What follows belongs to an exercise in optimizing a design on an open flow for small area, a short achievable clock period and few clock cycles; a production flow would make more cautious choices. Only simulation tests tie the RTL to the original design; equivalence was not proved.

## flow/design.v (module list and top-level ports; edited modules follow where they fit)
// module cluster_cone_midpoint: 214 lines
// module ccm_xcmp: 858 lines
module cluster_cone_midpoint #(
    parameter int COORD_WIDTH = 16
) (
    input  logic                                       clk,
    input  logic                                       rst_n,
    input  logic                                       cfg_wr_en,
    input  logic [ccm_pkg::CFG_IDX_W-1:0]              cfg_wr_index,
    input  logic [ccm_pkg::REG_W-1:0]                  cfg_wr_data,
    input  logic                                       s_tvalid,
    output logic                                       s_tready,
    input  logic [((3*COORD_WIDTH+7)/8)*8-1:0]         s_tdata,   
    input  logic                                       s_tuser,   
    input  logic                                       s_tlast,   
    output logic                                       m_tvalid,
    input  logic                                       m_tready,
    output logic [((3*COORD_WIDTH+7)/8)*8-1:0]         m_tdata    
);
  // ...
==> flow/run.sh <==
#!/bin/bash
# synth_recipe.tcl (not shown) runs the flow's synth.tcl, then flattens the netlist and writes it again
# the make line also repeats each setting of config.mk as NAME=value (left out here)
make -C /OpenROAD-flow-scripts/flow DESIGN_CONFIG=/design/flow/config.mk WORK_HOME=/design/flow/orfs CLKGATE_MAP_FILE= SYNTH_SCRIPT=/design/flow/synth_recipe.tcl finish
==> flow/config.mk <==
export PLATFORM = sky130hd
export DESIGN_NAME = cluster_cone_midpoint
export DESIGN_NICKNAME = cluster_cone_midpoint
export VERILOG_FILES = /design/flow/design.v
export SDC_FILE = /design/flow/constraint.sdc
export NUM_CORES = 4
export LEC_CHECK = 0
export ABC_AREA = 1
export CAP_MARGIN = 20
export CORE_MARGIN = 2
export CORE_UTILIZATION = 55
export SETUP_SLACK_MARGIN = 3
export SLEW_MARGIN = 20
==> flow/constraint.sdc <==
create_clock -name core_clock -period 12.5 [get_ports {clk}]
set_input_delay 2.5000 -clock core_clock [delete_from_list [all_inputs] [get_ports {clk}]]
set_output_delay 2.5000 -clock core_clock [all_outputs]
set_load 0.01 [all_outputs]
==> results.toml, run 1 <==
[cts]
postCtsHoldBufs = 0
h-tree-depth = 2
cts_resized = 0
cts_buffer_depth = 3

[synthesis]
synth_fa_ha_area_share_pct = 30.0
synth-seq-cells = 339
synth_largest_area_cell = "fa_1"
synthFlopType = "edfxtp_1"
yosys-mux-area-fraction_pct = 0
synth_common_cells = "nand2_1 (1002), inv_1 (727), fa_1 (459), a21oi_1 (446), o22ai_1 (314)"

[drt]
wire_per_inst_um = 31.0
drt-pass1-iter-count = 13

[finish]
final_common_cell = "nand2_1"
seqCellArea_mm2 = 0.00970
sh_seq_area_pct = 21.5
num-fill-cells = 6760
final_cell_mix = "nand2_1 (1000), inv_1 (727), fa_1 (459), a21oi_1 (446), o22ai_1 (313)"

[global_routing]
grt_pass1_wl_um = 272000
grt_max_degree = 67

[critical_path]
required_ns = 12.82
max_stage_delay_ns = 0.88
critical_path_class = "register to register"

[placement]
place.gp.congestion = 1.12

[floorplanning]
taps = 969
io_pins = 123

[timing]
fmax_ghz = 0.115
min_period_ns = 8.69

[outcome]
status = "complete, no violations"
Testbench counts, summed over its fixed seeds: cycles 17,830.
==> run 2: changes to the inputs <==
--- a/flow/config.mk
+++ b/flow/config.mk
@@ -8,6 +8,6 @@
 export ABC_AREA = 1
 export CAP_MARGIN = 20
 export CORE_MARGIN = 2
-export CORE_UTILIZATION = 55
-export SETUP_SLACK_MARGIN = 3
+export CORE_UTILIZATION = 40
+export SETUP_SLACK_MARGIN = 5
 export SLEW_MARGIN = 20
==> run 2 against run 1 <==
Against the previous run: clock skew is 0.0087 ns lower; sequential share of layout area is 0.46 points lower; core utilization is 16 points lower; first-iteration DRC count is 21% lower; worst hold slack worse by 0.0061 ns.
==> results.toml, run 2 <==
[timing]
worst_pin_slew_ns = 1.20
setup_tns_ns = 0
rsz0062_at_grt = "false"
hold_violations = 0
relSlewSlack_pct = 19.4
period_share_pct = 59.5
fmax_ghz = 0.134
min_period_ns = 7.44
finClkSkew_ns = 0.0407
slew_violations = 0
setup_violations = 0

[synthesis]
postSynthAreaPerCell_um2 = 8.23
synth_common_cells = "nand2_1 (1002), inv_1 (727), fa_1 (459), a21oi_1 (446), o22ai_1 (314)"
synth_area_leaders = "fa_1 (22%), edfxtp_1 (18%), nand2_1 (9.1%), ha_1 (7.9%), inv_1 (6.6%)"
synth-seq-area-share_pct = 23.4
ys_warn_count = 1
post-synth-top-count-cell = "nand2_1"
syn_nets = 5832
yosysTopAreaCellShare_pct = 22.1
synth_largest_area_cell = "fa_1"
synthFlopType = "edfxtp_1"
syn_inst = 5039
synth_edf_count = 242
async_flop_share_pct = 27.7
synth-seq-cells = 339
netlist_area_mm2 = 0.0415
ys_types = 57

[critical_path]
cp-start-kind = "register"
critical_path_class = "register to register"
cp-end-kind = "register"
rrSetupSlack_ns = 5.06
cp_max_fo = 64
required_ns = 12.87
cp_data_arrival_time_ns = 7.81

[drt]
drc_errors = 0
drtAntennaViolNets = 0
wirelength_um = 192000
vias_per_cell = 6.20
drtIter0Drc = 5917
num_vias = 40189
wire_per_inst_um = 29.6
drt-pass1-iter-count = 8

[floorplanning]
die_area_mm2 = 0.106
die_h_um = 326
io_pins = 123
core_area_mm2 = 0.103
die_w_um = 326
std_cell_rows = 118
initial_core_util_pct = 40.2

[job]
max_cap_viol_count = 0

[global_routing]
grt_pass1_vias = 38622
track_usage_pct = 35.5
grt_max_degree = 68
antenna_found_initial = 3
grt_pass1_wl_um = 273000
grt-ovfl-total = 0

[finish]
drive_gt1_share_pct = 7.30
final_cell_mix = "nand2_1 (987), inv_1 (715), fa_1 (459), a21oi_1 (445), o22ai_1 (313)"
synthToLayoutAreaGrowth_pct = 11.4
final_common_cell = "nand2_1"
finalCoreUtilization_pct = 44.8
fin_nets = 5857

[placement]
place.gp.congestion = 1.07
dpl.hpwl_um = 142000
port_buffers = 122

[cts]
h-tree-depth = 2
root_buffer = "clkbuf_16"
postCtsHoldBufs = 0
cts_buffer_depth = 3
clkTransAtPathRegs_ns = 0.06
cts_buffers = 43
cts_tree = "built"
cts.sinks = 339
clk-insertion-delay-late_ns = 0.65

[outcome]
status = "complete, no violations"

[hold_path]
hold_path_class = "register to register"
==> run 2: cell counts after synthesis <==
No cell type changed its count.
==> run 2: layout make-up <==
| class | count | area [µm²] |
|---|---|---|
| Sequential cell | 339 | 9700 |
| Timing Repair Buffer | 263 | 2350 |
| Clock buffer | 56 | 1210 |
| Inverter | 785 | 3020 |
| Clock inverter | 24 | 231 |
| Fill cell | 10204 | 57000 |
| Multi-Input combinational cell | 3632 | 28000 |
| Antenna cell | 2 | 5.00 |
| Tap cell | 1380 | 1730 |
==> run 2: worst paths after layout <==
check,from,endpoint,depth (start not counted)
hold reg to reg,max_height_reg[0],max_height_reg[0],2
setup reg to reg,in_y_reg[13],best1_y_reg[5],23
max in group asynchronous,rst_n,max_width_y_reg[7],2
min in group asynchronous,rst_n,frame_low_reg[1],1
hold / removal,max_height_reg[0],max_height_reg[0],2
setup / recovery,in_y_reg[13],best1_y_reg[5],23
==> run 2: stage by stage <==
| stage | setup slack, ns | cells | instance area (µm²) | hold WS [ns] |
|---|---|---|---|---|
| 5_1_grt | 5.00 | 6479 | 46200 | 0.518 |
| 3_3_place_gp | 4.47 | 6384 | 44300 | 0.472 |
| 4_1_cts | 4.98 | 6468 | 45900 | 0.489 |
| 3_5_place_dp | 4.30 | 6384 | 44300 | 0.473 |
| 6_report | 5.06 | 6481 | 46200 | 0.484 |
| 2_1_floorplan | 5.46 | 5039 | 41500 | 0.421 |
==> run 2: worst max-delay path: stages (launching register included) <==
cell and delay, ns:
edfxtp_1 0.33, buf_4 0.43, clkinv_2 0.39, o221ai_1 0.73
fa_1 0.52, inv_1 0.09, fa_1 0.44, fa_1 0.45
fa_1 0.50, fa_1 0.49, fa_1 0.54, inv_1 0.04
ha_1 0.29, nand2_1 0.06, nor3_1 0.31, nand3_1 0.16
nor2_1 0.17, o21ai_2 0.13, a21oi_1 0.20, nand3b_1 0.13
nand2_1 0.10, o22ai_4 0.16, buf_12 0.26, o21ai_0 0.15
==> run 2: kinds of logic (layout without fill, tap and decap cells) <==
kind of cell             Yosys count  count (layout)  synth area share (%)
buffers and inverters           1068            1128                  9.77
XOR/XNOR                         100             100                  2.13
AO/OA/AOI/OAI                   1371            1371                  20.3
AND/OR/NAND/NOR                 1440            1440                  14.4
other                              0               2                     0
flip-flops                       339             339                  23.4
adder cells (fa/ha/maj)          721             721                  30.0
==> run 2: routing by layer <==
layer,track usage (%),part of all wire [%],up-vias
met1,46.4,39,19208
li1,-,-,17292
met5,1.06,0.055,-
met3,13.5,14,740
met4,21.3,7.5,6
met2,49.3,40,2943
==> run 2: repair_timing <==
action,CTS,global route
pin swaps,0,0
buffers inserted,4,10
setup endpoints to repair,113,116
resized for setup,30,73
==> module cluster_cone_midpoint, before the edit <==
module cluster_cone_midpoint #(
    parameter int COORD_WIDTH = 16
) (
    input  logic                                       clk,
    input  logic                                       rst_n,
    input  logic                                       cfg_wr_en,
    input  logic [ccm_pkg::CFG_IDX_W-1:0]              cfg_wr_index,
    input  logic [ccm_pkg::REG_W-1:0]                  cfg_wr_data,
    input  logic                                       s_tvalid,
    output logic                                       s_tready,
    input  logic [((3*COORD_WIDTH+7)/8)*8-1:0]         s_tdata,   
    input  logic                                       s_tuser,   
    input  logic                                       s_tlast,   
    output logic                                       m_tvalid,
    input  logic                                       m_tready,
    output logic [((3*COORD_WIDTH+7)/8)*8-1:0]         m_tdata    
);
    localparam int W      = 16;
    localparam int DATA_W = ((3*COORD_WIDTH+7)/8)*8;
    logic [REG_W-1:0] min_height_reg, max_height_reg;
    logic [REG_W-1:0] max_width_x_reg, max_width_y_reg;
    logic [REG_W-1:0] box_seed_reg;
    logic                in_valid_reg;
    logic signed [W-1:0] in_x_reg, in_y_reg, in_z_reg;
    logic                in_first_reg, in_last_reg;
    logic [W+1:0]        in_x3_reg, in_y3_reg;
    logic                 cluster_open_reg;
    logic signed [W-1:0]  box_min_x_reg, box_max_x_reg, box_min_y_reg, box_max_y_reg;
    logic signed [W-1:0]  box_min_z_reg, box_max_z_reg;
    logic signed [W-1:0]  best0_x_reg, best0_y_reg, best1_x_reg, best1_y_reg;
    logic                 best1_valid_reg;
    logic signed [W-1:0]  frame_low_reg;
    logic                 out_valid_reg;
    logic process;
    logic signed [W:0] mid_x_sum, mid_y_sum;
    assign process   = in_valid_reg && (!out_valid_reg || m_tready);
    assign s_tready  = !in_valid_reg || !out_valid_reg || m_tready;
    assign mid_x_sum = (W+1)'(best0_x_reg) + (W+1)'(best1_x_reg);
    assign mid_y_sum = (W+1)'(best0_y_reg) + (W+1)'(best1_y_reg);
    assign m_tvalid  = out_valid_reg;
    assign m_tdata   = DATA_W'({frame_low_reg, mid_y_sum[W:1], mid_x_sum[W:1]});
    function automatic logic [1:0] bclass(input logic signed [W-1:0] x,
                                          input logic signed [W-1:0] y);
        logic [1:0] c;
        if (y[W-1])
            c = BC_LOW;
        else if ((y == '0) && !x[W-1])
            c = BC_MID;
        else
            c = BC_HIGH;
        bclass = c;
    endfunction
    function automatic logic lt_s(input logic [W:0] a, input logic [W:0] b);
        logic l;
        l = 1'b0;
        for (int i = 0; i < W; i++)
            if (a[i] != b[i])
                l = b[i];
        if (a[W] != b[W])
            l = a[W];
        lt_s = l;
    endfunction
    always_ff @(posedge clk or negedge rst_n)
    begin
        if (!rst_n)
        begin
            min_height_reg  <= RST_MIN_HEIGHT;
            max_height_reg  <= RST_MAX_HEIGHT;
            max_width_x_reg <= RST_MAX_WIDTH_X;
            max_width_y_reg <= RST_MAX_WIDTH_Y;
            box_seed_reg    <= RST_BOX_SEED;
        end
        else if (cfg_wr_en)
        begin
            case (cfg_wr_index)
                CFG_MIN_HEIGHT:  min_height_reg  <= cfg_wr_data;
                CFG_MAX_HEIGHT:  max_height_reg  <= cfg_wr_data;
                CFG_MAX_WIDTH_X: max_width_x_reg <= cfg_wr_data;
                CFG_MAX_WIDTH_Y: max_width_y_reg <= cfg_wr_data;
                CFG_BOX_SEED:    box_seed_reg    <= cfg_wr_data;
                default:         ;   
            endcase
        end
    end
    logic gt0, gt1;
    ccm_xcmp u_cmp0 (.ax(in_x_reg), .ay(in_y_reg), .ax3(in_x3_reg), .ay3(in_y3_reg),
                     .bx(best0_x_reg), .by(best0_y_reg), .gt(gt0));
    ccm_xcmp u_cmp1 (.ax(in_x_reg), .ay(in_y_reg), .ax3(in_x3_reg), .ay3(in_y3_reg),
                     .bx(best1_x_reg), .by(best1_y_reg), .gt(gt1));
    logic signed [W-1:0] box_min_x_next, box_max_x_next, box_min_y_next, box_max_y_next;
    logic signed [W-1:0] box_min_z_next, box_max_z_next;
    logic signed [W-1:0] seed_pos, seed_neg;
    logic                load_seed, take0, take1_a, take1_b0;
    logic signed [W-1:0] frame_low_next;
    logic                qualify;
    always_comb
    begin
        logic signed [W-1:0]  e_frame_low;
        logic [1:0]           ca, c0, c1;
        logic                 above0, above1;
        logic signed [W:0]    h, wx, wy;
        seed_pos = W'(box_seed_reg);
        seed_neg = -seed_pos;
        load_seed = process ? in_last_reg : !cluster_open_reg;
        box_min_x_next = lt_s((W+1)'(in_x_reg), (W+1)'(box_min_x_reg)) ? in_x_reg : box_min_x_reg;
        box_max_x_next = lt_s((W+1)'(box_max_x_reg), (W+1)'(in_x_reg)) ? in_x_reg : box_max_x_reg;
        box_min_y_next = lt_s((W+1)'(in_y_reg), (W+1)'(box_min_y_reg)) ? in_y_reg : box_min_y_reg;
        box_max_y_next = lt_s((W+1)'(box_max_y_reg), (W+1)'(in_y_reg)) ? in_y_reg : box_max_y_reg;
        box_min_z_next = lt_s((W+1)'(in_z_reg), (W+1)'(box_min_z_reg)) ? in_z_reg : box_min_z_reg;
        box_max_z_next = lt_s((W+1)'(box_max_z_reg), (W+1)'(in_z_reg)) ? in_z_reg : box_max_z_reg;
        ca = bclass(in_x_reg, in_y_reg);
        c0 = bclass(best0_x_reg, best0_y_reg);
        c1 = bclass(best1_x_reg, best1_y_reg);
        above0 = (ca != c0) ? (ca > c0) : ((ca != BC_MID) && gt0);
        above1 = (ca != c1) ? (ca > c1) : ((ca != BC_MID) && gt1);
        take0    = process && (!cluster_open_reg || above0);
        take1_b0 = process && cluster_open_reg && above0;
        take1_a  = process && (!cluster_open_reg || (!above0 && (!best1_valid_reg || above1)));
        h  = (W+1)'(box_max_z_next) - (W+1)'(box_min_z_next);
        wx = (W+1)'(box_max_x_next) - (W+1)'(box_min_x_next);
        wy = (W+1)'(box_max_y_next) - (W+1)'(box_min_y_next);
        qualify = in_last_reg
               && lt_s((W+1)'({1'b0, min_height_reg}), h)
               && lt_s(h, (W+1)'({1'b0, max_height_reg}))
               && lt_s(wx, (W+1)'({1'b0, max_width_x_reg}))
               && lt_s(wy, (W+1)'({1'b0, max_width_y_reg}));
        e_frame_low    = in_first_reg ? '0 : frame_low_reg;
        frame_low_next = e_frame_low;
        if (qualify && lt_s((W+1)'(box_min_z_next), (W+1)'(e_frame_low)))
            frame_low_next = box_min_z_next;
    end
    always_ff @(posedge clk or negedge rst_n)
    begin
        if (!rst_n)
            in_valid_reg <= 1'b0;
        else if (s_tready)
            in_valid_reg <= s_tvalid;
    end
    always_ff @(posedge clk)
    begin
        if (s_tready)
        begin
            in_x_reg     <= s_tdata[W-1:0];
            in_y_reg     <= s_tdata[2*W-1:W];
            in_z_reg     <= s_tdata[3*W-1:2*W];
            in_first_reg <= s_tuser;
            in_last_reg  <= s_tlast;
            in_x3_reg    <= (W+2)'(signed'(s_tdata[W-1:0])) * 3;
            in_y3_reg    <= (W+2)'(signed'(s_tdata[2*W-1:W])) * 3;
        end
    end
    always_ff @(posedge clk or negedge rst_n)
    begin
        if (!rst_n)
        begin
            cluster_open_reg <= 1'b0;
            frame_low_reg    <= '0;
            out_valid_reg    <= 1'b0;
        end
        else
        begin
            if (process && qualify)
                out_valid_reg <= 1'b1;
            else if (m_tready)
                out_valid_reg <= 1'b0;
            if (process)
            begin
                cluster_open_reg <= !in_last_reg;
                frame_low_reg    <= frame_low_next;
            end
        end
    end
    always_ff @(posedge clk)
    begin
        if (load_seed)
        begin
            box_min_x_reg <= seed_pos;
            box_max_x_reg <= seed_neg;
            box_min_y_reg <= seed_pos;
            box_max_y_reg <= seed_neg;
            box_min_z_reg <= seed_pos;
            box_max_z_reg <= seed_neg;
        end
        else if (process)
        begin
            box_min_x_reg <= box_min_x_next;
            box_max_x_reg <= box_max_x_next;
            box_min_y_reg <= box_min_y_next;
            box_max_y_reg <= box_max_y_next;
            box_min_z_reg <= box_min_z_next;
            box_max_z_reg <= box_max_z_next;
        end
    end
    always_ff @(posedge clk)
    begin
        if (take0)
        begin
            best0_x_reg <= in_x_reg;
            best0_y_reg <= in_y_reg;
        end
        if (take1_a)
        begin
            best1_x_reg <= in_x_reg;
            best1_y_reg <= in_y_reg;
        end
        else if (take1_b0)
        begin
            best1_x_reg <= best0_x_reg;
            best1_y_reg <= best0_y_reg;
        end
        if (process)
            best1_valid_reg <= cluster_open_reg;
    end
endmodule
==> run 3: changes to the inputs <==
--- a/flow/design.v
+++ b/flow/design.v
@@ -55,10 +55,53 @@
     logic signed [W:0] mid_x_sum, mid_y_sum;
     assign process   = in_valid_reg && (!out_valid_reg || m_tready);
     assign s_tready  = !in_valid_reg || !out_valid_reg || m_tready;
-    assign mid_x_sum = (W+1)'(best0_x_reg) + (W+1)'(best1_x_reg);
-    assign mid_y_sum = (W+1)'(best0_y_reg) + (W+1)'(best1_y_reg);
+    logic [AW-1:0] mid_x_full, mid_y_full;
+    assign mid_x_full = add_bk(sx(best0_x_reg), sx(best1_x_reg), 1'b0);
+    assign mid_y_full = add_bk(sx(best0_y_reg), sx(best1_y_reg), 1'b0);
+    assign mid_x_sum  = mid_x_full[W:0];
+    assign mid_y_sum  = mid_y_full[W:0];
     assign m_tvalid  = out_valid_reg;
     assign m_tdata   = DATA_W'({frame_low_reg, mid_y_sum[W:1], mid_x_sum[W:1]});
+    localparam int AW = W + 2;
+    function automatic logic [AW-1:0] add_bk(input logic [AW-1:0] a, input logic [AW-1:0] b,
+                                             input logic cin);
+        logic [AW-1:0] p, g, gg, pp, s;
+        p = a ^ b;
+        g = a & b;
+        g[0] = g[0] | (p[0] & cin);
+        gg = g;
+        pp = p;
+        for (int d = 1; d < AW; d = d * 2)
+            for (int i = 2 * d - 1; i < AW; i = i + 2 * d)
+            begin
+                gg[i] = gg[i] | (pp[i] & gg[i - d]);
+                pp[i] = pp[i] & pp[i - d];
+            end
+        for (int d = 16; d >= 1; d = d / 2)
+            for (int i = 3 * d - 1; i < AW; i = i + 2 * d)
+            begin
+                gg[i] = gg[i] | (pp[i] & gg[i - d]);
+                pp[i] = pp[i] & pp[i - d];
+            end
+        s[0] = p[0] ^ cin;
+        for (int i = 1; i < AW; i++)
+            s[i] = p[i] ^ gg[i - 1];
+        add_bk = s;
+    endfunction
+    function automatic logic [AW-1:0] sx(input logic [W-1:0] v);
+        sx = {{(AW-W){v[W-1]}}, v};
+    endfunction
+    function automatic logic [W-1:0] neg_ripple(input logic [W-1:0] v);
+        logic [W-1:0] s;
+        logic c;
+        c = 1'b1;
+        for (int i = 0; i < W; i++)
+        begin
+            s[i] = !v[i] ^ c;
+            c    = !v[i] & c;
+        end
+        neg_ripple = s;
+    endfunction
     function automatic logic [1:0] bclass(input logic signed [W-1:0] x,
                                           input logic signed [W-1:0] y);
         logic [1:0] c;
@@ -119,8 +162,9 @@
         logic [1:0]           ca, c0, c1;
         logic                 above0, above1;
         logic signed [W:0]    h, wx, wy;
+        logic [AW-1:0]        h_full, wx_full, wy_full;
         seed_pos = W'(box_seed_reg);
-        seed_neg = -seed_pos;
+        seed_neg = neg_ripple(seed_pos);
         load_seed = process ? in_last_reg : !cluster_open_reg;
         box_min_x_next = lt_s((W+1)'(in_x_reg), (W+1)'(box_min_x_reg)) ? in_x_reg : box_min_x_reg;
         box_max_x_next = lt_s((W+1)'(box_max_x_reg), (W+1)'(in_x_reg)) ? in_x_reg : box_max_x_reg;
@@ -136,9 +180,12 @@
         take0    = process && (!cluster_open_reg || above0);
         take1_b0 = process && cluster_open_reg && above0;
         take1_a  = process && (!cluster_open_reg || (!above0 && (!best1_valid_reg || above1)));
-        h  = (W+1)'(box_max_z_next) - (W+1)'(box_min_z_next);
-        wx = (W+1)'(box_max_x_next) - (W+1)'(box_min_x_next);
-        wy = (W+1)'(box_max_y_next) - (W+1)'(box_min_y_next);
+        h_full  = add_bk(sx(box_max_z_next), ~sx(box_min_z_next), 1'b1);
+        wx_full = add_bk(sx(box_max_x_next), ~sx(box_min_x_next), 1'b1);
+        wy_full = add_bk(sx(box_max_y_next), ~sx(box_min_y_next), 1'b1);
+        h  = h_full[W:0];
+        wx = wx_full[W:0];
+        wy = wy_full[W:0];
         qualify = in_last_reg
                && lt_s((W+1)'({1'b0, min_height_reg}), h)
                && lt_s(h, (W+1)'({1'b0, max_height_reg}))
@@ -149,6 +196,11 @@
         if (qualify && lt_s((W+1)'(box_min_z_next), (W+1)'(e_frame_low)))
             frame_low_next = box_min_z_next;
     end
+    logic [AW-1:0] s_x2, s_y2, s_x3, s_y3;
+    assign s_x2 = {s_tdata[W-1], s_tdata[W-1:0], 1'b0};
+    assign s_y2 = {s_tdata[2*W-1], s_tdata[2*W-1:W], 1'b0};
+    assign s_x3 = add_bk(sx(s_tdata[W-1:0]), s_x2, 1'b0);
+    assign s_y3 = add_bk(sx(s_tdata[2*W-1:W]), s_y2, 1'b0);
     always_ff @(posedge clk or negedge rst_n)
     begin
         if (!rst_n)
@@ -165,8 +217,8 @@
             in_z_reg     <= s_tdata[3*W-1:2*W];
             in_first_reg <= s_tuser;
             in_last_reg  <= s_tlast;
-            in_x3_reg    <= (W+2)'(signed'(s_tdata[W-1:0])) * 3;
-            in_y3_reg    <= (W+2)'(signed'(s_tdata[2*W-1:W])) * 3;
+            in_x3_reg    <= s_x3;
+            in_y3_reg    <= s_y3;
         end
     end
     always_ff @(posedge clk or negedge rst_n)
==> run 3 against run 2 <==
Against the previous run: fmax up 0.30%; cell count fell by 5.8%; core utilization is 1.3 points higher; count of clock-buffer cells in the layout is 2 lower; largest cell class unchanged.
==> results.toml, run 3 <==
[critical_path]
cpMaxStageDelayCell = "edfxtp_1"
cp-end-kind = "register"
path_cells = "inv_1 > nand2_2 > o22ai_1 > a21oi_1 > fa_1 > fa_1 > fa_1 > fa_1 > fa_1 > fa_1 > inv_1 > ha_1 > a21oi_1 > nor2_1 > a211oi_1 > o221ai_1 > a21oi_1 > o31ai_1 > xor2_1 > o211ai_1 > nand3b_4 > nand2_8 > o21ai_0"
cp_max_fo = 28
cp-start-kind = "register"
max_stage_delay_ns = 0.69
crit_top_cell = "fa_1"
required_ns = 12.83
critical_path_class = "register to register"
cp_data_arrival_time_ns = 7.74

[synthesis]
synth-seq-cells = 337
synth_edf_count = 240
postSynthAreaPerCell_um2 = 8.56
synth-seq-area-share_pct = 24.1
synth_area_leaders = "fa_1 (25%), edfxtp_1 (18%), nand2_1 (8.3%), ha_1 (7.6%), inv_1 (6.4%)"
synthFlopType = "edfxtp_1"
syn_inst = 4680
post-synth-top-count-cell = "nand2_1"
yosysTopAreaCellShare_pct = 25.3
ys_types = 53
synth_largest_area_cell = "fa_1"
async_flop_share_pct = 27.9
synth_common_cells = "nand2_1 (885), inv_1 (687), fa_1 (506), a21oi_1 (362), o21ai_0 (325)"
ys_warn_count = 1
netlist_area_mm2 = 0.0401
syn_nets = 5501

[drt]
drtIter0Drc = 5108
drtAntennaViolNets = 0
wirelength_um = 175000
drc_errors = 0
wire_per_inst_um = 28.6
vias_per_cell = 6.26
drt-pass1-iter-count = 10
num_vias = 38202

[cts]
postCtsHoldBufs = 0
cts_tree = "built"
clkTransAtPathRegs_ns = 0.07
cts.sinks = 337
cts_buffers = 40
root_buffer = "clkbuf_16"
cts_buffer_depth = 3
clk-insertion-delay-late_ns = 0.63
h-tree-depth = 2

[floorplanning]
die_w_um = 321
initial_core_util_pct = 40.2
core_area_mm2 = 0.0997
die_h_um = 321
std_cell_rows = 116
io_pins = 123
die_area_mm2 = 0.103

[timing]
finClkSkew_ns = 0.0594
hold_violations = 0
setup_tns_ns = 0
fmax_ghz = 0.135
rsz0062_at_grt = "true"
worst_pin_slew_ns = 1.23
period_share_pct = 59.3
min_period_ns = 7.42
slew_violations = 0
relSlewSlack_pct = 17.4
setup_ws_ns = 5.08
setup_violations = 0

[finish]
final_cell_mix = "nand2_1 (849), inv_1 (664), fa_1 (504), a21oi_1 (353), o21ai_0 (312)"
num-fill-cells = 9689
postLayoutCellArea_mm2 = 0.0459
final_common_cell = "nand2_1"
seqCellArea_mm2 = 0.00964
multi_input_area_mm2 = 0.0270
synthToLayoutAreaGrowth_pct = 14.6
fin_nets = 5592
drive_gt1_share_pct = 10.3

[placement]
dpl_worst_slack_ns = 4.20
port_buffers = 122
place.gp.congestion = 1.02
placed_area_mm2 = 0.0426
dpl.hpwl_um = 125000

[outcome]
status = "complete, no violations"

[global_routing]
grt-ovfl-total = 0
antenna_found_initial = 3
grt_pass1_wl_um = 248000
grt_max_degree = 64
grt_pass1_vias = 37298
track_usage_pct = 32.6

[hold_path]
hold_path_class = "register to register"

[job]
max_cap_viol_count = 0
==> run 3: cell count changes after synthesis, moves of 19 or more <==
cell     delta
a21oi_1    -84
fa_1       +47
ha_1       -19
inv_1      -40
nand2_1   -117
nand3_1    -84
o21ai_0    +69
o21ai_1    +22
o22ai_1    -25
xor2_1     -32
==> run 3: what timing repair did <==
action,CTS,global route
cloned,1,13
resized for setup,61,167
setup endpoints to repair,111,115
buffers inserted,22,68
pin swaps,1,16
==> run 3: metal layers <==
metal  vias to the layer above  global-route usage, %  wire, µm
li1                      16164                      -         -
met1                     18413                   39.4     61600
met2                      2810                   50.9     76300
met3                       811                   9.08     22000
met4                         4                   21.6     14800
met5                         -                      0        27
==> run 3: worst max-delay path, delay by kind of cell, from the launching register on <==
family | cells | cell delay (ns)
and+or+nand+nor | 4 | 0.90
DFF | 1 | 0.69
AOI/OAI and AO/OA | 9 | 1.89
xor gates and xnor gates | 1 | 0.19
adders and majority gates | 7 | 3.26
buffers and inverters | 2 | 0.19
==> run 3: logic make-up (layout without fill, tap and decap cells) <==
group / Yosys count / after routing / synth area share, %
fa+ha+maj: 748 / 748 / 32.8
simple gates: 1195 / 1198 / 12.1
xor+xnor: 51 / 51 / 1.11
flops: 337 / 337 / 24.1
mux: 3 / 3 / 0.0749
other cells: 0 / 1 / 0
compound gates: 1323 / 1323 / 20.1
buf+inv: 1023 / 1143 / 9.67
==> run 3: cell type report <==
| class | instances | share of cell area, % |
|---|---|---|
| diodes | 1 | 0.00545 |
| clock buffers | 54 | 2.51 |
| clock inverters | 20 | 0.792 |
| inverters | 740 | 6.31 |
| multi-input cells | 3323 | 58.8 |
| flip-flops and latches | 337 | 21.0 |
| well taps | 1298 | 3.53 |
| repair buffers | 327 | 7.07 |
| repair inverters | 2 | 0.0327 |
==> run 3: worst paths after layout <==
| path | startpoint | end | slack, ns | cells after the start |
|---|---|---|---|---|
| worst min register to register | max_width_y_reg[6] | max_width_y_reg[6] | 0.49 | 2 |
| worst max-delay path | best1_x_reg[12] | best1_y_reg[11] | 5.08 | 23 |
| worst max register to register | best1_x_reg[12] | best1_y_reg[11] | 5.08 | 23 |
| min in group asynchronous | rst_n | frame_low_reg[2] | 1.85 | 1 |
| worst min-delay path | max_width_y_reg[6] | max_width_y_reg[6] | 0.49 | 2 |
| max in group asynchronous | rst_n | box_seed_reg[2] | 9.39 | 2 |
==> run 3: per-stage QoR <==
| stage | utilization [%] | cells | hold WS, ns |
|---|---|---|---|
| 2_1_floorplan | - | 4680 | 0.421 |
| 3_3_place_gp | 42.8 | 5923 | 0.467 |
| 3_5_place_dp | 42.8 | 5923 | 0.474 |
| 4_1_cts | 44.7 | 6020 | 0.489 |
| 5_1_grt | 46.1 | 6101 | 0.508 |
| 6_report | 46.1 | 6102 | 0.487 |
Testbench counts of run 3, summed over its fixed seeds: cycles 17,830.
==> run 4: changes to the inputs <==
--- a/flow/config.mk
+++ b/flow/config.mk
@@ -9,5 +9,7 @@
 export CAP_MARGIN = 20
 export CORE_MARGIN = 2
 export CORE_UTILIZATION = 40
+export CTS_CLUSTER_DIAMETER = 100
+export CTS_CLUSTER_SIZE = 30
 export SETUP_SLACK_MARGIN = 5
 export SLEW_MARGIN = 20
==> run 4 against run 3 <==
Against the previous run: still clean; fmax rose by 1.9%; count of clock-buffer cells in the layout fell by 28; final area fell by 0.79%; first-iteration DRC count rose by 3.7%; critical endpoint is now best1_y_reg[15]; highest routed layer unchanged.
==> results.toml, run 4 <==
[finish]
final_cell_mix = "nand2_1 (847), inv_1 (661), fa_1 (504), a21oi_1 (352), o21ai_0 (311)"
fin_nets = 5603
drive_gt1_share_pct = 10.6
synthToLayoutAreaGrowth_pct = 13.7
num-fill-cells = 9720
final_common_cell = "nand2_1"

[hold_path]
hold_path_class = "register to register"
hp-start = "max_width_y_reg[6]"
hold_path_depth = 2
min_to = "max_width_y_reg[6]"

[critical_path]
r2r_start = "best0_x_reg[5]"
cp-end-kind = "register"
required_ns = 12.86
path_cells = "nand2_2 > o21ai_0 > fa_1 > fa_1 > fa_1 > fa_1 > fa_1 > fa_1 > inv_1 > ha_1 > nand4_1 > nor3_1 > o21ai_2 > a21oi_1 > a211oi_2 > xor2_1 > nand3_1 > o21ai_1 > nand3b_4 > buf_12 > nand2_8 > nand2_1 > nand2_1"
rrSetupSlack_ns = 5.22
cp_max_fo = 28
cp-start-kind = "register"
worstRegToRegCells = 23
max_stage_delay_ns = 0.61
r2r-end = "best1_y_reg[15]"
cpMaxStageDelayCell = "edfxtp_1"
crit_top_cell = "fa_1"
critical_path_class = "register to register"
cp_data_arrival_time_ns = 7.64

[floorplanning]
std_cell_rows = 116
die_area_mm2 = 0.103
die_h_um = 321
core_area_mm2 = 0.0997
io_pins = 123
die_w_um = 321
initial_core_util_pct = 40.2

[cts]
cts_buffers = 20
cts_buffer_depth = 3
h-tree-depth = 1
postCtsHoldBufs = 0
cts_tree = "built"
clkTransAtPathRegs_ns = 0.12
clk-insertion-delay-late_ns = 0.61
root_buffer = "clkbuf_16"
cts.sinks = 337

[synthesis]
postSynthAreaPerCell_um2 = 8.56
netlist_area_mm2 = 0.0401
post-synth-top-count-cell = "nand2_1"
synth_common_cells = "nand2_1 (885), inv_1 (687), fa_1 (506), a21oi_1 (362), o21ai_0 (325)"
synth_edf_count = 240
synth-seq-area-share_pct = 24.1
ys_warn_count = 1
synth_largest_area_cell = "fa_1"
async_flop_share_pct = 27.9
syn_nets = 5501
synthFlopType = "edfxtp_1"
syn_inst = 4680
synth_area_leaders = "fa_1 (25%), edfxtp_1 (18%), nand2_1 (8.3%), ha_1 (7.6%), inv_1 (6.4%)"
yosysTopAreaCellShare_pct = 25.3
ys_types = 53
synth-seq-cells = 337

[timing]
setup_tns_ns = 0
worst_pin_slew_ns = 1.11
hold_violations = 0
min_period_ns = 7.28
finClkSkew_ns = 0.0475
setup_violations = 0
fmax_ghz = 0.137
slew_violations = 0
hold_slack_ns = 0.500
rsz0062_at_grt = "false"
relSlewSlack_pct = 25.0
period_share_pct = 58.3

[global_routing]
grt_pass1_wl_um = 247000
grt_pass1_vias = 37066
antenna_found_initial = 4
track_usage_pct = 32.5
grt-ovfl-total = 0
grt_max_degree = 64

[placement]
place.gp.congestion = 1.02
port_buffers = 122
dpl.hpwl_um = 125000

[drt]
wire_per_inst_um = 28.8
drtAntennaViolNets = 0
drc_errors = 0
wirelength_um = 176000
num_vias = 38374
drt-pass1-iter-count = 6
vias_per_cell = 6.30
drtIter0Drc = 5298

[job]
max_cap_viol_count = 0

[outcome]
status = "complete, no violations"
==> run 4: cell counts after synthesis <==
Identical to the previous run, type by type.
==> run 4: logic make-up (layout without fill, tap and decap cells) <==
kind of cell,Yosys count,in the layout,synth area share [%]
AOI/OAI and AO/OA,1323,1323,20.1
and+or+nand+nor,1195,1200,12.1
buffers and inverters,1023,1134,9.67
adders and majority gates,748,748,32.8
DFF,337,337,24.1
xor gates and xnor gates,51,51,1.11
muxes,3,3,0.0749
other,0,1,0
==> run 4: cell type report <==
| class | count | area, µm² | area share [%] |
|---|---|---|---|
| antenna | 1 | 2.50 | 0.00549 |
| clock buffer | 26 | 566 | 1.24 |
| clock inverter | 10 | 206 | 0.453 |
| inverter | 740 | 2910 | 6.38 |
| multi-input combinational | 3325 | 27100 | 59.5 |
| sequential | 337 | 9640 | 21.2 |
| tap | 1298 | 1620 | 3.56 |
| timing repair buffer | 356 | 3510 | 7.71 |
| timing repair inverter | 2 | 15.0 | 0.0329 |
==> run 4: worst max-delay path by stage <==
| stage | end | slack (ns) | cells after the start | from |
|---|---|---|---|---|
| finish | best1_y_reg[15] | 5.22 | 23 | best0_x_reg[5] |
| detailed placement | best1_y_reg[11] | 4.20 | 22 | in_x_reg[13] |
| global placement | best1_y_reg[6] | 4.37 | 23 | in_x_reg[13] |
| CTS | best1_y_reg[11] | 4.99 | 23 | best1_x_reg[15] |
| floorplan | best1_x_reg[0] | 5.63 | 24 | in_y_reg[2] |
| global route | frame_low_reg[1] | 4.93 | 49 | in_y_reg[1] |
==> run 4: layer usage <==
metal,vias up,track usage [%],wire [µm]
met5,-,0,119
met4,12,21.1,14700
met3,806,8.64,22100
met2,2888,50.8,76900
met1,18485,39.5,61900
li1,16183,-,-
==> run 4: worst max-delay path: cells and delay by family, from the launching register on <==
kind	cells	cell delay [ns]
fa+ha+maj	7	3.27
simple gates	8	1.56
compound gates	5	1.09
flops	1	0.61
xor+xnor	1	0.28
buf+inv	2	0.20
==> run 4: repair_timing <==
item                                    CTS  global route
resized for setup                        70           184
buffers inserted                         27            89
endpoints found under the setup margin  111           117
gates cloned                              1            18
pin swaps                                 2            21
==> run 4: metrics by stage <==
| stage | area, µm² | setup slack (ns) | std cells | util (%) |
|---|---|---|---|---|
| after floorplan | 40100 | 5.63 | 4680 | - |
| after global placement | 42600 | 4.37 | 5923 | 42.8 |
| after detailed placement | 42600 | 4.20 | 5923 | 42.8 |
| after CTS | 43900 | 4.99 | 5987 | 44.0 |
| after global routing | 45600 | 4.93 | 6094 | 45.7 |
| final | 45600 | 5.22 | 6095 | 45.7 |
==> run 5: changes to the inputs <==
--- a/flow/config.mk
+++ b/flow/config.mk
@@ -9,7 +9,7 @@
 export CAP_MARGIN = 20
 export CORE_MARGIN = 2
 export CORE_UTILIZATION = 40
-export CTS_CLUSTER_DIAMETER = 100
+export CTS_CLUSTER_DIAMETER = 60
 export CTS_CLUSTER_SIZE = 30
 export SETUP_SLACK_MARGIN = 5
 export SLEW_MARGIN = 20
==> run 5 against run 4 <==
Against the previous run: worst hold slack got worse by 0.0094 ns; register-to-register slack lost 0.14 ns; synthesized cell count unchanged; area after synthesis unchanged; final area grew 0.44%; largest cell class unchanged.
==> results.toml, run 5 <==
[timing]
setup_violations = 0
min_period_ns = 7.42
period_share_pct = 59.3
relSlewSlack_pct = 13.4
slew_violations = 0
setup_tns_ns = 0
fmax_ghz = 0.135
hold_violations = 0
worst_pin_slew_ns = 1.29
rsz0062_at_grt = "true"
finClkSkew_ns = 0.0508

[floorplanning]
die_area_mm2 = 0.103
std_cell_rows = 116
core_area_mm2 = 0.0997
die_w_um = 321
initial_core_util_pct = 40.2
die_h_um = 321
io_pins = 123

[finish]
synthToLayoutAreaGrowth_pct = 14.2
fin_cells = 6107
finalCoreUtilization_pct = 45.9
final_common_cell = "nand2_1"
drive_gt1_share_pct = 10.5
final_cell_mix = "nand2_1 (848), inv_1 (663), fa_1 (504), a21oi_1 (352), o21ai_0 (311)"
postLayoutCellArea_mm2 = 0.0458
fin_nets = 5599

[global_routing]
antenna_found_initial = 5
grt_pass1_wl_um = 247000
grt_pass1_vias = 37238
grt-ovfl-total = 0
track_usage_pct = 32.5
grt_max_degree = 64

[placement]
dp.cells = 5923
dpl.hpwl_um = 125000
port_buffers = 122
placed_area_mm2 = 0.0426
place.gp.congestion = 1.02

[critical_path]
cp_data_arrival_time_ns = 7.75
cp_max_fo = 15
required_ns = 12.84
cp-end-kind = "register"
crit_top_cell = "fa_1"
cp-start-kind = "register"
cpMaxStageDelayCell = "fa_1"
max_stage_delay_ns = 0.53
critical_path_class = "register to register"

[drt]
wire_per_inst_um = 28.6
num_vias = 38342
drtIter0Drc = 5125
vias_per_cell = 6.28
wirelength_um = 175000
drc_errors = 0
drt-pass1-iter-count = 7
drtAntennaViolNets = 0

[synthesis]
synth_area_leaders = "fa_1 (25%), edfxtp_1 (18%), nand2_1 (8.3%), ha_1 (7.6%), inv_1 (6.4%)"
ys_types = 53
synth-seq-cells = 337
netlist_area_mm2 = 0.0401
async_flop_share_pct = 27.9
syn_nets = 5501
yosysTopAreaCellShare_pct = 25.3
synth_edf_count = 240
synth-seq-area-share_pct = 24.1
synth_common_cells = "nand2_1 (885), inv_1 (687), fa_1 (506), a21oi_1 (362), o21ai_0 (325)"
synth_largest_area_cell = "fa_1"
syn_inst = 4680
synthFlopType = "edfxtp_1"
ys_warn_count = 1
postSynthAreaPerCell_um2 = 8.56
post-synth-top-count-cell = "nand2_1"

[cts]
cts_tree = "built"
clkTransAtPathRegs_ns = 0.08
h-tree-depth = 2
root_buffer = "clkbuf_16"
clk-insertion-delay-late_ns = 0.61
cts_buffer_depth = 3
cts.sinks = 337
postCtsHoldBufs = 0
cts_buffers = 35

[job]
max_cap_viol_count = 0

[outcome]
status = "complete, no violations"

[hold_path]
hold_path_class = "register to register"
-- run 5: changes by cell type in the layout (fill, tap and decap cells not counted), sizes merged --
cell | previous run | this run
buf | 223 | 206
clkinv | 25 | 32
clkbuf | 38 | 48
diode | 1 | 4
nand2 | 898 | 896
inv | 702 | 713
-- run 5: per-layer routing --
layer / vias to the layer above / routed length, µm / track usage (%)
li1: 16182 / - / -
met2: 2838 / 76300 / 51.0
met5: - / 51 / 0
met3: 854 / 21200 / 9.00
met4: 8 / 15100 / 21.1
met1: 18460 / 62100 / 39.3
-- run 5: path summary, 6_finish.rpt --
kind                            slack (ns)            endpoint          startpoint  cells past startpoint
worst max register to register        5.08     best1_x_reg[14]       in_x3_reg[17]                     25
worst max-delay path                  5.08     best1_x_reg[14]       in_x3_reg[17]                     25
worst min-delay path                  0.49  max_width_y_reg[6]  max_width_y_reg[6]                      2
min in group asynchronous             1.86    frame_low_reg[2]               rst_n                      1
max in group asynchronous             9.38     box_seed_reg[2]               rst_n                      2
worst min register to register        0.49  max_width_y_reg[6]  max_width_y_reg[6]                      2
-- run 5: repair_timing --
item,4_1_cts,5_1_grt
cloned,1,16
setup endpoints to repair,111,115
gates resized for setup,70,155
buffers inserted,28,71
pin swaps,1,15
-- run 5: metrics by stage --
step	setup slack (ns)	hold WS [ns]
after floorplan	5.63	0.421
after global placement	4.37	0.467
after detailed placement	4.20	0.474
after CTS	4.99	0.493
after global routing	4.87	0.513
final	5.08	0.491
-- run 5: critical path, delay by kind of cell, from the launching register on --
kind / cells / cell delay (ns)
AND/OR/NAND/NOR: 4 / 0.45
XOR/XNOR: 1 / 0.18
flip-flops: 1 / 0.33
buffers and inverters: 5 / 0.98
adder cells (fa/ha/maj): 7 / 3.22
AO/OA/AOI/OAI: 8 / 2.00
-- run 5: logic make-up (layout without fill, tap and decap cells) --
kind of cell    Yosys count  count (layout)  share of synthesized area, %
compound gates         1323            1323                          20.1
simple gates           1195            1198                          12.1
buf+inv                1023            1145                          9.67
fa+ha+maj               748             748                          32.8
flops                   337             337                          24.1
xor+xnor                 51              51                          1.11
mux                       3               3                        0.0749
other cells               0               4                             0
-- run 5: area by class of cell --
class,count,area [µm²]
multi-input cells,3323,27000
repair buffers,338,3360
repair inverters,3,20.0
clock inverters,27,317
diodes,4,10.0
clock buffers,37,915
well taps,1298,1620
inverters,740,2900
flip-flops and latches,337,9640
fillers,9722,53900
==> run 6: changes to the inputs <==
--- a/flow/config.mk
+++ b/flow/config.mk
@@ -9,7 +9,7 @@
 export CAP_MARGIN = 20
 export CORE_MARGIN = 2
 export CORE_UTILIZATION = 40
-export CTS_CLUSTER_DIAMETER = 60
-export CTS_CLUSTER_SIZE = 30
+export CTS_CLUSTER_DIAMETER = 80
+export CTS_CLUSTER_SIZE = 40
 export SETUP_SLACK_MARGIN = 5
 export SLEW_MARGIN = 20
==> run 6 against run 5 <==
Against the previous run: fmax is 1.5% higher; register-to-register slack gained 0.11 ns; highest routed layer unchanged; worst setup slack better by 0.11 ns; largest cell class unchanged.
==> results.toml, run 6 <==
[critical_path]
cp_max_fo = 14
crit_top_cell = "fa_1"
path_cells = "o21ai_0 > a21oi_1 > fa_1 > inv_1 > fa_1 > inv_1 > fa_1 > fa_1 > fa_1 > inv_1 > ha_1 > nand4_1 > nor3_1 > o21ai_2 > a21oi_1 > a211oi_2 > xor2_1 > nand3_1 > o21ai_2 > nand3b_4 > nand2_4 > nand2_1 > o21ai_0"
r2r_start = "best0_y_reg[6]"
cp_data_arrival_time_ns = 7.64
cpMaxStageDelayCell = "o21ai_0"
cp-end-kind = "register"
rrSetupSlack_ns = 5.19
r2r-end = "best1_x_reg[15]"
required_ns = 12.83
critical_path_class = "register to register"
crit_family = "adder cells"
worstRegToRegCells = 23
crit_start = "best0_y_reg[6]"
cp-start-kind = "register"
max_stage_delay_ns = 0.95
critical_path_buf_inv_count = 3

[synthesis]
syn_nets = 5501
synth_largest_area_cell = "fa_1"
synth_area_leaders = "fa_1 (25%), edfxtp_1 (18%), nand2_1 (8.3%), ha_1 (7.6%), inv_1 (6.4%)"
yosysTopAreaCellShare_pct = 25.3
synth_edf_count = 240
synth-seq-cells = 337
ys_types = 53
netlist_area_mm2 = 0.0401
postSynthAreaPerCell_um2 = 8.56
ys_warn_count = 1
post-synth-top-count-cell = "nand2_1"
async_flop_share_pct = 27.9
synthFlopType = "edfxtp_1"
synth-seq-area-share_pct = 24.1
syn_inst = 4680
synth_common_cells = "nand2_1 (885), inv_1 (687), fa_1 (506), a21oi_1 (362), o21ai_0 (325)"

[cts]
clkTransAtPathRegs_ns = 0.12
h-tree-depth = 1
clk-insertion-delay-late_ns = 0.61
cts_tree = "built"
root_buffer = "clkbuf_16"
cts.sinks = 337
cts_buffers = 23
cts_buffer_depth = 3
postCtsHoldBufs = 0

[finish]
seqCellArea_mm2 = 0.00964
finalCoreUtilization_pct = 45.8
final_common_cell = "nand2_1"
final_cell_mix = "nand2_1 (848), inv_1 (661), fa_1 (504), a21oi_1 (352), o21ai_0 (309)"
multi_input_area_mm2 = 0.0271
postLayoutCellArea_mm2 = 0.0456
synthToLayoutAreaGrowth_pct = 13.9
drive_gt1_share_pct = 10.6
fin_nets = 5603
num-fill-cells = 9731

[timing]
setup_tns_ns = 0
hold_slack_ns = 0.500
slew_violations = 0
hold_violations = 0
rsz0062_at_grt = "false"
min_period_ns = 7.31
period_share_pct = 58.5
setup_violations = 0
finClkSkew_ns = 0.0389
relSlewSlack_pct = 22.7
fmax_ghz = 0.137
worst_pin_slew_ns = 1.16

[drt]
drc_errors = 0
drt-pass1-iter-count = 9
drtAntennaViolNets = 0
num_vias = 38390
vias_per_cell = 6.29
wire_per_inst_um = 28.8
wirelength_um = 176000
drtIter0Drc = 5250

[hold_path]
hp-start = "max_width_y_reg[6]"
hold_path_class = "register to register"
hold_path_depth = 2
min_to = "max_width_y_reg[6]"

[global_routing]
grt_max_degree = 64
grt-ovfl-total = 0
grt_pass1_vias = 37051
antenna_found_initial = 6
grt_pass1_wl_um = 247000
track_usage_pct = 32.4

[floorplanning]
io_pins = 123
die_w_um = 321
core_area_mm2 = 0.0997
std_cell_rows = 116
die_h_um = 321
initial_core_util_pct = 40.2
die_area_mm2 = 0.103

[placement]
placed_area_mm2 = 0.0426
port_buffers = 122
place.gp.congestion = 1.02
dpl.hpwl_um = 125000

[job]
max_cap_viol_count = 0

[outcome]
status = "complete, no violations"
[run 6: cell counts after synthesis]
No cell type changed its count.
[run 6: how the worst max path moves through the flow]
stage | endpoint | slack, ns | depth (start not counted)
after floorplan | best1_x_reg[0] | 5.63 | 24
after global placement | best1_y_reg[6] | 4.37 | 23
after detailed placement | best1_y_reg[11] | 4.20 | 22
after CTS | m_tdata[30] | 4.99 | 17
after global routing | frame_low_reg[4] | 4.95 | 50
final | best1_x_reg[15] | 5.19 | 23
[run 6: area by class of cell]
| type | instances | share of cell area [%] |
|---|---|---|
| Multi-Input combinational cell | 3325 | 59.4 |
| Inverter | 740 | 6.34 |
| Timing Repair Buffer | 352 | 7.61 |
| Clock buffer | 23 | 1.26 |
| Clock inverter | 18 | 0.672 |
| Timing Repair inverter | 3 | 0.0439 |
| Sequential cell | 337 | 21.1 |
| Tap cell | 1298 | 3.56 |
| Antenna cell | 3 | 0.0164 |
[run 6: repair_timing]
action,in CTS,in global routing
endpoints found under the setup margin,111,117
pin swaps,1,23
endpoints found under the hold margin,0,0
setup buffers,26,87
gates resized for setup,71,180
cloned,1,18
[run 6: worst register-to-register path: stages (launching register included)]
cell and delay (ns):
edfxtp_1 0.57, o21ai_0 0.95, a21oi_1 0.22, fa_1 0.57
inv_1 0.06, fa_1 0.54, inv_1 0.06, fa_1 0.44
fa_1 0.46, fa_1 0.49, inv_1 0.05, ha_1 0.31
nand4_1 0.16, nor3_1 0.34, o21ai_2 0.15, a21oi_1 0.30
a211oi_2 0.09, xor2_1 0.29, nand3_1 0.14, o21ai_2 0.11
nand3b_4 0.31, nand2_4 0.22, nand2_1 0.13, o21ai_0 0.08
[run 6: metal layers]
layer	routed length, µm	track usage (%)	up-vias
li1	-	-	16197
met1	61900	39.5	18479
met2	76300	50.8	2880
met3	22400	8.52	828
met4	15200	21.0	6
met5	87	0	-
[run 6: kinds of logic after synthesis]
group                    synth area share, %
AO/OA/AOI/OAI                           20.1
AND/OR/NAND/NOR                         12.1
buffers and inverters                   9.67
adder cells (fa/ha/maj)                 32.8
flip-flops                              24.1
XOR/XNOR                                1.11
multiplexers                          0.0749
[run 6: per-stage QoR]
step	std cells	setup slack, ns
6_report	6099	5.19
2_1_floorplan	4680	5.63
3_5_place_dp	5923	4.20
4_1_cts	5991	4.99
5_1_grt	6096	4.95
3_3_place_gp	5923	4.37
==> run 7: changes to the inputs <==
--- a/flow/config.mk
+++ b/flow/config.mk
@@ -6,10 +6,9 @@
 export NUM_CORES = 4
 export LEC_CHECK = 0
 export ABC_AREA = 1
-export CAP_MARGIN = 20
+export CAP_MARGIN = 10
 export CORE_MARGIN = 2
 export CORE_UTILIZATION = 40
-export CTS_CLUSTER_DIAMETER = 80
-export CTS_CLUSTER_SIZE = 40
 export SETUP_SLACK_MARGIN = 5
-export SLEW_MARGIN = 20
+export SLEW_MARGIN = 10
+export TNS_END_PERCENT = 10
==> run 7 against run 6 <==
Against the previous run: clock skew increased by 0.021 ns; via count decreased by 0.24%; critical path type unchanged; largest cell class unchanged; highest routed layer unchanged.
==> results.toml, run 7 <==
[outcome]
status = "complete, no violations"

[synthesis]
synthFlopType = "edfxtp_1"
post-synth-top-count-cell = "nand2_1"
syn_nets = 5501
syn_inst = 4680
synth_edf_count = 240
synth_common_cells = "nand2_1 (885), inv_1 (687), fa_1 (506), a21oi_1 (362), o21ai_0 (325)"
synth_largest_area_cell = "fa_1"
synth-seq-cells = 337
netlist_area_mm2 = 0.0401
postSynthAreaPerCell_um2 = 8.56
synth_area_leaders = "fa_1 (25%), edfxtp_1 (18%), nand2_1 (8.3%), ha_1 (7.6%), inv_1 (6.4%)"
async_flop_share_pct = 27.9
synth-seq-area-share_pct = 24.1
ys_types = 53
ys_warn_count = 1
yosysTopAreaCellShare_pct = 25.3

[cts]
cts_tree = "built"
root_buffer = "clkbuf_16"
cts_buffers = 40
clk-insertion-delay-late_ns = 0.63
cts_buffer_depth = 3
clkTransAtPathRegs_ns = 0.06
cts.sinks = 337
h-tree-depth = 2

[global_routing]
grt_max_degree = 64
grt-ovfl-total = 0
track_usage_pct = 32.6
antenna_found_initial = 4
grt_pass1_wl_um = 248000
grt_pass1_vias = 37303

[drt]
vias_per_cell = 6.28
wire_per_inst_um = 28.6
wirelength_um = 175000
met1_length_um = 61900
wl_met3_um = 21700
wl_met2_um = 76000
drc_errors = 0
drt-pass1-iter-count = 9
drtAntennaViolNets = 0
num_vias = 38296
routed.top_layer = "met5"
drtIter0Drc = 5268

[placement]
port_buffers = 122
dpl.hpwl_um = 125000
place.gp.congestion = 1.02
placed_area_mm2 = 0.0426
dp.cells = 5923

[floorplanning]
io_pins = 123
initial_core_util_pct = 40.2
std_cell_rows = 116
core_area_mm2 = 0.0997
die_h_um = 321
die_w_um = 321
die_area_mm2 = 0.103

[finish]
fin_cells = 6102
drive_gt1_share_pct = 10.1
num-fill-cells = 9694
synthToLayoutAreaGrowth_pct = 14.5
seqCellArea_mm2 = 0.00964
final_cell_mix = "nand2_1 (850), inv_1 (667), fa_1 (504), a21oi_1 (353), o21ai_0 (312)"
fin_nets = 5591
final_common_cell = "nand2_1"
multi_input_area_mm2 = 0.0270
postLayoutCellArea_mm2 = 0.0459

[critical_path]
critical_path_buf_inv_count = 5
cpMaxStageDelayCell = "fa_1"
max_stage_delay_ns = 0.64
crit_family = "adder cells"
critical_path_class = "register to register"
crit_top_cell = "fa_1"
cp_max_fo = 28
cp-end-kind = "register"
required_ns = 12.82
cp-start-kind = "register"
cp_data_arrival_time_ns = 7.86

[timing]
setup_tns_ns = 0
slew_violations = 0
min_period_ns = 7.54
rsz0062_at_grt = "true"
period_share_pct = 60.3
relSlewSlack_pct = 3.68
hold_violations = 0
fmax_ghz = 0.133
setup_violations = 0
finClkSkew_ns = 0.0595
worst_pin_slew_ns = 1.43

[hold_path]
hold_path_class = "register to register"

[job]
max_cap_viol_count = 0
## run 7: changes by cell type in the layout (fill, tap and decap cells not counted), moves of 5 or more
cell / previous run / this run
nand2_4: 12 / 7
bufinv_16: 1 / 7
nand3_2: 9 / 4
buf_6: 21 / 16
nand3_1: 127 / 132
clkbuf_8: 0 / 5
clkbuf_16: 34 / 52
clkinv_2: 3 / 8
inv_1: 661 / 667
buf_4: 177 / 158
clkbuf_1: 0 / 5
## run 7: stage by stage
stage | util [%] | hold WS [ns] | setup slack (ns)
floorplan | - | 0.421 | 5.63
global placement | 42.8 | 0.467 | 4.37
detailed placement | 42.8 | 0.474 | 4.20
CTS | 44.7 | 0.489 | 4.97
global route | 46.0 | 0.508 | 4.89
finish | 46.0 | 0.486 | 4.96
## run 7: what timing repair did
item | 4_1_cts | 5_1_grt
gates cloned | 1 | 14
setup buffers | 21 | 66
hold buffers | 0 | 0
pin swaps | 1 | 16
resized for setup | 60 | 149
endpoints found under the setup margin | 111 | 115
hold endpoints to repair | 0 | 0
## run 7: cell type report
| type | instances | area share [%] |
|---|---|---|
| inverters | 740 | 6.28 |
| repair buffers | 326 | 7.05 |
| clock buffers | 54 | 2.51 |
| repair inverters | 2 | 0.0327 |
| flip-flops and latches | 337 | 21.0 |
| diodes | 2 | 0.0109 |
| clock inverters | 20 | 0.794 |
| well taps | 1298 | 3.54 |
| multi-input cells | 3323 | 58.8 |
## run 7: per-layer routing
metal / up-vias / GRT usage, %
met4: 6 / 21.6
met5: - / 0
met3: 819 / 9.08
met2: 2816 / 50.9
li1: 16167 / -
met1: 18488 / 39.4
## run 7: kinds of logic (layout without fill, tap and decap cells)
group	count (synthesis)	after routing	share of synthesized area, %
AO/OA/AOI/OAI	1323	1323	20.1
AND/OR/NAND/NOR	1195	1198	12.1
buffers and inverters	1023	1142	9.67
adder cells (fa/ha/maj)	748	748	32.8
flip-flops	337	337	24.1
XOR/XNOR	51	51	1.11
multiplexers	3	3	0.0749
other	0	2	0
## run 7: worst reg2reg max path, cell delays in order (launching register included)
cell and delay (ns):
edfxtp_1 0.32, buf_4 0.42, clkinvlp_4 0.16, buf_4 0.20, buf_4 0.18, o22ai_1 0.13, a21oi_1 0.10, fa_1 0.64
fa_1 0.48, fa_1 0.46, fa_1 0.48, fa_1 0.50, fa_1 0.55, inv_1 0.04, ha_1 0.29, nand2_1 0.09
nor2_1 0.05, a211oi_1 0.20, o221ai_1 0.15, a21oi_1 0.39, o31ai_1 0.19, xor2_1 0.19, o211ai_1 0.37, nand3b_4 0.26
nand2_8 0.27, o21ai_0 0.16
## run 7: path summary, 6_finish.rpt
kind / start / slack [ns] / cells past startpoint / to
worst max-delay path: in_y_reg[7] / 4.96 / 25 / best1_y_reg[5]
min in group asynchronous: rst_n / 1.85 / 1 / frame_low_reg[2]
max in group asynchronous: rst_n / 9.40 / 2 / box_seed_reg[2]
worst min-delay path: max_width_y_reg[6] / 0.49 / 2 / max_width_y_reg[6]
worst max register to register: in_y_reg[7] / 4.96 / 25 / best1_y_reg[5]
worst min register to register: max_width_y_reg[6] / 0.49 / 2 / max_width_y_reg[6]

==> afterwards: timing with drivers on the ports <==
How much do the figures lean on ideal ports? The routed layouts below were timed once more, with nothing changed but the port constraints.
Step 1 (the two cells are an assumption about what drives the block):
set clk [get_ports {clk}]
set_driving_cell -lib_cell sky130_fd_sc_hd__clkbuf_16 $clk
set_driving_cell -lib_cell sky130_fd_sc_hd__buf_2 [delete_from_list [all_inputs] $clk]
Step 2, shift: input delay + t, output delay - t, t = (earliest + latest rising clock arrival at the registers) / 2. This alone moves slack from input paths to output paths.
a / b / c = no drivers / after step 1 / after step 2; a / b = the first two.
run | t (ns) | slack for setup (ns) | hold WS [ns] | worst data-port slew with drivers (ns)
run 1 | 0.689 | 3.815 / 3.815 / 3.815 | 0.490 / 0.490 / 0.490 | 0.09
run 2 | 0.692 | 5.062 / 5.062 / 5.062 | 0.484 / 0.484 / 0.484 | 0.10
run 3 | 0.671 | 5.083 / 5.083 / 4.967 | 0.487 / 0.487 / 0.487 | 0.10
run 4 | 0.648 | 5.218 / 5.184 / 5.047 | 0.500 / 0.500 / 0.500 | 0.10
run 5 | 0.654 | 5.083 / 5.083 / 4.980 | 0.491 / 0.491 / 0.491 | 0.10
run 6 | 0.656 | 5.189 / 5.127 / 4.958 | 0.500 / 0.500 / 0.500 | 0.11
run 7 | 0.671 | 4.961 / 4.961 / 4.961 | 0.486 / 0.486 / 0.486 | 0.10
After both steps setup and hold are still met in every run listed. The setup slack of run 6, which loses most, moves by -0.062 ns with the drivers and by -0.231 ns with both steps.
